Background: an optimization exercise with open tools, aiming at small area and a short achievable clock period. Do not read the settings as production practice.
Only simulation tests tie the RTL to the original design; equivalence was not proved.
Power figures rest on the tool's default switching activity, not on a simulated workload.

==> flow/design.v <==
package ram_pkg;
    localparam WM_WRITE_FIRST = "write_first";
    localparam WM_READ_FIRST  = "read_first";
    localparam WM_NO_CHANGE   = "no_change";
    localparam int unsigned LATENCY_MIN = 1;
    localparam int unsigned LATENCY_MAX = 3;
    function automatic integer num_lanes(input integer dw, input integer bw);
        num_lanes = dw / bw;
    endfunction
endpackage
module ram_bit_next (
    input  logic q,
    input  logic d,
    input  logic wr,
    input  logic wr_n,
    output logic nq
);
    assign nq = (q | wr) & (d | wr_n);
endmodule
module ram_rd_pair (
    input  logic s0_n,
    input  logic q0,
    input  logic s1_n,
    input  logic q1,
    output logic z
);
    assign z = !((s0_n | q0) & (s1_n | q1));
endmodule
module ram_nor2 (
    input  logic a,
    input  logic b,
    output logic y
);
    assign y = !(a | b);
endmodule
module ram_nand4 (
    input  logic a,
    input  logic b,
    input  logic c,
    input  logic d,
    output logic y
);
    assign y = !(a & b & c & d);
endmodule
module ram_nand2 (
    input  logic a,
    input  logic b,
    output logic y
);
    assign y = !(a & b);
endmodule
module ram_inv (
    input  logic a,
    output logic y
);
    assign y = !a;
endmodule
module sp_ram_be #(
    parameter int unsigned DATA_WIDTH = 32,
    parameter int unsigned BYTE_WIDTH = 8,
    parameter int unsigned DEPTH      = 128,
    parameter int unsigned LATENCY    = 2,
    parameter              WRITE_MODE = "write_first",
    localparam int unsigned LANES     = ram_pkg::num_lanes(DATA_WIDTH, BYTE_WIDTH),
    localparam int unsigned AW        = $clog2(DEPTH)
) (
    input  logic                  clk,
    input  logic                  rst,
    input  logic                  en,
    input  logic [LANES-1:0]      we,
    input  logic [AW-1:0]         addr,
    input  logic [DATA_WIDTH-1:0] din,
    output logic [DATA_WIDTH-1:0] dout,
    output logic                  rvalid
);
    logic [DATA_WIDTH-1:0] mem [DEPTH];
    localparam int unsigned AL = AW / 2;             
    localparam int unsigned AH = AW - AL;            
    logic [(1 << AH)-1:0] pre_h;
    logic [(1 << AH)-1:0] pre_h_n;
    logic [(1 << AL)-1:0] pre_l;
    logic [LANES-1:0]     lane_en;
    logic [LANES-1:0]     pre_lw_n [1 << AL];
    logic [DEPTH-1:0]     wl_n;
    logic [LANES-1:0]     wr   [DEPTH];
    logic [LANES-1:0]     wr_n [DEPTH];
    always_comb begin
        for (int unsigned j = 0; j < (1 << AH); j++) begin
            pre_h[j]   = (addr[AW-1:AL] == AH'(j));
            pre_h_n[j] = !pre_h[j];
        end
        for (int unsigned j = 0; j < (1 << AL); j++) pre_l[j] = !rst && (addr[AL-1:0] == AL'(j));
        for (int unsigned i = 0; i < LANES; i++) lane_en[i] = !rst && en && we[i];
        for (int unsigned j = 0; j < (1 << AL); j++) begin
            for (int unsigned i = 0; i < LANES; i++) pre_lw_n[j][i] = !(pre_l[j] && lane_en[i]);
        end
    end
    for (genvar w = 0; w < DEPTH; w++) begin : g_dec
        ram_nand2 u_wl (.a(pre_h[w >> AL]), .b(pre_l[w % (1 << AL)]), .y(wl_n[w]));
        for (genvar i = 0; i < LANES; i++) begin : g_lane
            ram_nor2 u_wr  (.a(pre_h_n[w >> AL]), .b(pre_lw_n[w % (1 << AL)][i]), .y(wr[w][i]));
            ram_inv  u_wrn (.a(wr[w][i]), .y(wr_n[w][i]));
        end
    end
    for (genvar w = 0; w < DEPTH; w++) begin : g_word
        logic [DATA_WIDTH-1:0] nxt;
        for (genvar b = 0; b < DATA_WIDTH; b++) begin : g_bit
            ram_bit_next u_next (
                .q    (mem[w][b]),
                .d    (din[b]),
                .wr   (wr[w][b / BYTE_WIDTH]),
                .wr_n (wr_n[w][b / BYTE_WIDTH]),
                .nq   (nxt[b])
            );
        end
        always_ff @(posedge clk) mem[w] <= nxt;
    end
    logic             a_v;
    logic [DEPTH-1:0] sel_n;
    logic             sel_zn;
    logic             sel_ld;
    logic             sel_ld_n;
    logic [DEPTH-1:0] sel_nxt;
    logic             sel_zn_nxt;
    assign sel_ld   = en || rst;
    assign sel_ld_n = !sel_ld;
    for (genvar w = 0; w < DEPTH; w++) begin : g_sel
        ram_bit_next u_sel (.q(sel_n[w]), .d(wl_n[w]), .wr(sel_ld), .wr_n(sel_ld_n), .nq(sel_nxt[w]));
    end
    ram_bit_next u_selz (.q(sel_zn), .d(!rst), .wr(sel_ld), .wr_n(sel_ld_n), .nq(sel_zn_nxt));
    always_ff @(posedge clk) begin
        a_v    <= en && !rst;
        sel_n  <= sel_nxt;
        sel_zn <= sel_zn_nxt;
    end
    logic [DATA_WIDTH-1:0] rd_n;
    for (genvar b = 0; b < DATA_WIDTH; b++) begin : g_rd
        logic [DEPTH/2-1:0]  z1;    
        logic [DEPTH/4-1:0]  c2;    
        logic [DEPTH/16-1:0] z3;    
        logic [DEPTH/32-1:0] c4;    
        for (genvar p = 0; p < DEPTH/2; p++) begin : g_l1
            ram_rd_pair u (.s0_n(sel_n[2*p]), .q0(mem[2*p][b]),
                           .s1_n(sel_n[2*p+1]), .q1(mem[2*p+1][b]), .z(z1[p]));
        end
        for (genvar p = 0; p < DEPTH/4; p++) begin : g_l2
            ram_nor2 u (.a(z1[2*p]), .b(z1[2*p+1]), .y(c2[p]));
        end
        for (genvar p = 0; p < DEPTH/16; p++) begin : g_l3
            ram_nand4 u (.a(c2[4*p]), .b(c2[4*p+1]), .c(c2[4*p+2]), .d(c2[4*p+3]), .y(z3[p]));
        end
        for (genvar p = 0; p < DEPTH/32; p++) begin : g_l4
            ram_nor2 u (.a(z3[2*p]), .b(z3[2*p+1]), .y(c4[p]));
        end
        ram_nand4 u_l5 (.a(c4[0]), .b(c4[1]), .c(c4[2]), .d(c4[3]), .y(rd_n[b]));
    end
    logic out_off;
    assign out_off = rst || !sel_zn;
    always_ff @(posedge clk) begin
        rvalid <= a_v && !rst;
        for (int unsigned b = 0; b < DATA_WIDTH; b++) dout[b] <= !(rd_n[b] || out_off);
    end
endmodule
Settings: LEC_CHECK=0, CAP_MARGIN=20, CORE_MARGIN=2, CORE_UTILIZATION=60, CTS_CLUSTER_DIAMETER=100, CTS_CLUSTER_SIZE=25, SETUP_SLACK_MARGIN=1.85, SLEW_MARGIN=20, SYNTH_HIERARCHICAL=1, SYNTH_MINIMUM_KEEP_SIZE=0; clock period 4.0 ns.
run.sh (not shown) runs the stock make flow with config.mk's settings and CLKGATE_MAP_FILE= SYNTH_SCRIPT=/design/flow/synth_recipe.tcl, a recipe that flattens the netlist after the stock synthesis.
Change:
--- a/flow/design.v
+++ b/flow/design.v
@@ -134,28 +134,36 @@
         sel_zn <= sel_zn_nxt;
     end
     logic [DATA_WIDTH-1:0] rd_n;
     for (genvar b = 0; b < DATA_WIDTH; b++) begin : g_rd
         logic [DEPTH/2-1:0]  z1;    
         logic [DEPTH/4-1:0]  c2;    
-        logic [DEPTH/16-1:0] z3;    
-        logic [DEPTH/32-1:0] c4;    
+        logic [DEPTH/8-1:0]  z3;    
+        logic [DEPTH/16-1:0] c4;    
+        logic [DEPTH/32-1:0] z5;    
+        logic [DEPTH/64-1:0] c6;    
         for (genvar p = 0; p < DEPTH/2; p++) begin : g_l1
             ram_rd_pair u (.s0_n(sel_n[2*p]), .q0(mem[2*p][b]),
                            .s1_n(sel_n[2*p+1]), .q1(mem[2*p+1][b]), .z(z1[p]));
         end
         for (genvar p = 0; p < DEPTH/4; p++) begin : g_l2
             ram_nor2 u (.a(z1[2*p]), .b(z1[2*p+1]), .y(c2[p]));
         end
-        for (genvar p = 0; p < DEPTH/16; p++) begin : g_l3
-            ram_nand4 u (.a(c2[4*p]), .b(c2[4*p+1]), .c(c2[4*p+2]), .d(c2[4*p+3]), .y(z3[p]));
+        for (genvar p = 0; p < DEPTH/8; p++) begin : g_l3
+            ram_nand2 u (.a(c2[2*p]), .b(c2[2*p+1]), .y(z3[p]));
         end
-        for (genvar p = 0; p < DEPTH/32; p++) begin : g_l4
+        for (genvar p = 0; p < DEPTH/16; p++) begin : g_l4
             ram_nor2 u (.a(z3[2*p]), .b(z3[2*p+1]), .y(c4[p]));
         end
-        ram_nand4 u_l5 (.a(c4[0]), .b(c4[1]), .c(c4[2]), .d(c4[3]), .y(rd_n[b]));
+        for (genvar p = 0; p < DEPTH/32; p++) begin : g_l5
+            ram_nand2 u (.a(c4[2*p]), .b(c4[2*p+1]), .y(z5[p]));
+        end
+        for (genvar p = 0; p < DEPTH/64; p++) begin : g_l6
+            ram_nor2 u (.a(z5[2*p]), .b(z5[2*p+1]), .y(c6[p]));
+        end
+        ram_nand2 u_l7 (.a(c6[0]), .b(c6[1]), .y(rd_n[b]));
     end
     logic out_off;
     assign out_off = rst || !sel_zn;
     always_ff @(posedge clk) begin
         rvalid <= a_v && !rst;
         for (int unsigned b = 0; b < DATA_WIDTH; b++) dout[b] <= !(rd_n[b] || out_off);
What happened: Sequential power stays flat. Non-clock buffer count came out lower by 41. Global-route usage came out higher by 0.82 points. Clock-buffer cell count came out lower by 5. Worst setup slack is worse by 54 ps. Fmax came out lower by 2.3%. Clock power barely changes. Final cell count came out higher by 3.1%. Utilization came out lower by 0.26 points. Power hardly moves.

## separate check: timing with driven ports
Ports are ideal in the flow. The routed layouts listed here were re-timed in OpenROAD. Step 1, drivers: a clkbuf_16 drives clk and a buf_2 each remaining input, both assumed. Step 2 moves the port delays by t, midway between the first and last clock arrival at a register: inputs arrive t later, outputs are due t later. That takes back most of the time a late clock gives input paths. a / b / c = no drivers / after step 1 / after step 2; a / b = the first two.
| run | t (ns) | setup slack, ns | hold WS [ns] |
|---|---|---|---|
| the first run | 0.979 | 1.748 / 1.738 / 0.843 | 0.151 / 0.123 / 0.461 |
| the second run | 0.998 | 1.694 / 1.593 / 0.635 | 0.148 / 0.106 / 0.472 |
After both steps setup and hold are still met in every run listed. For the second run, which loses most, drivers alone change the setup slack by -0.101 ns; drivers and shift together by -1.059 ns.
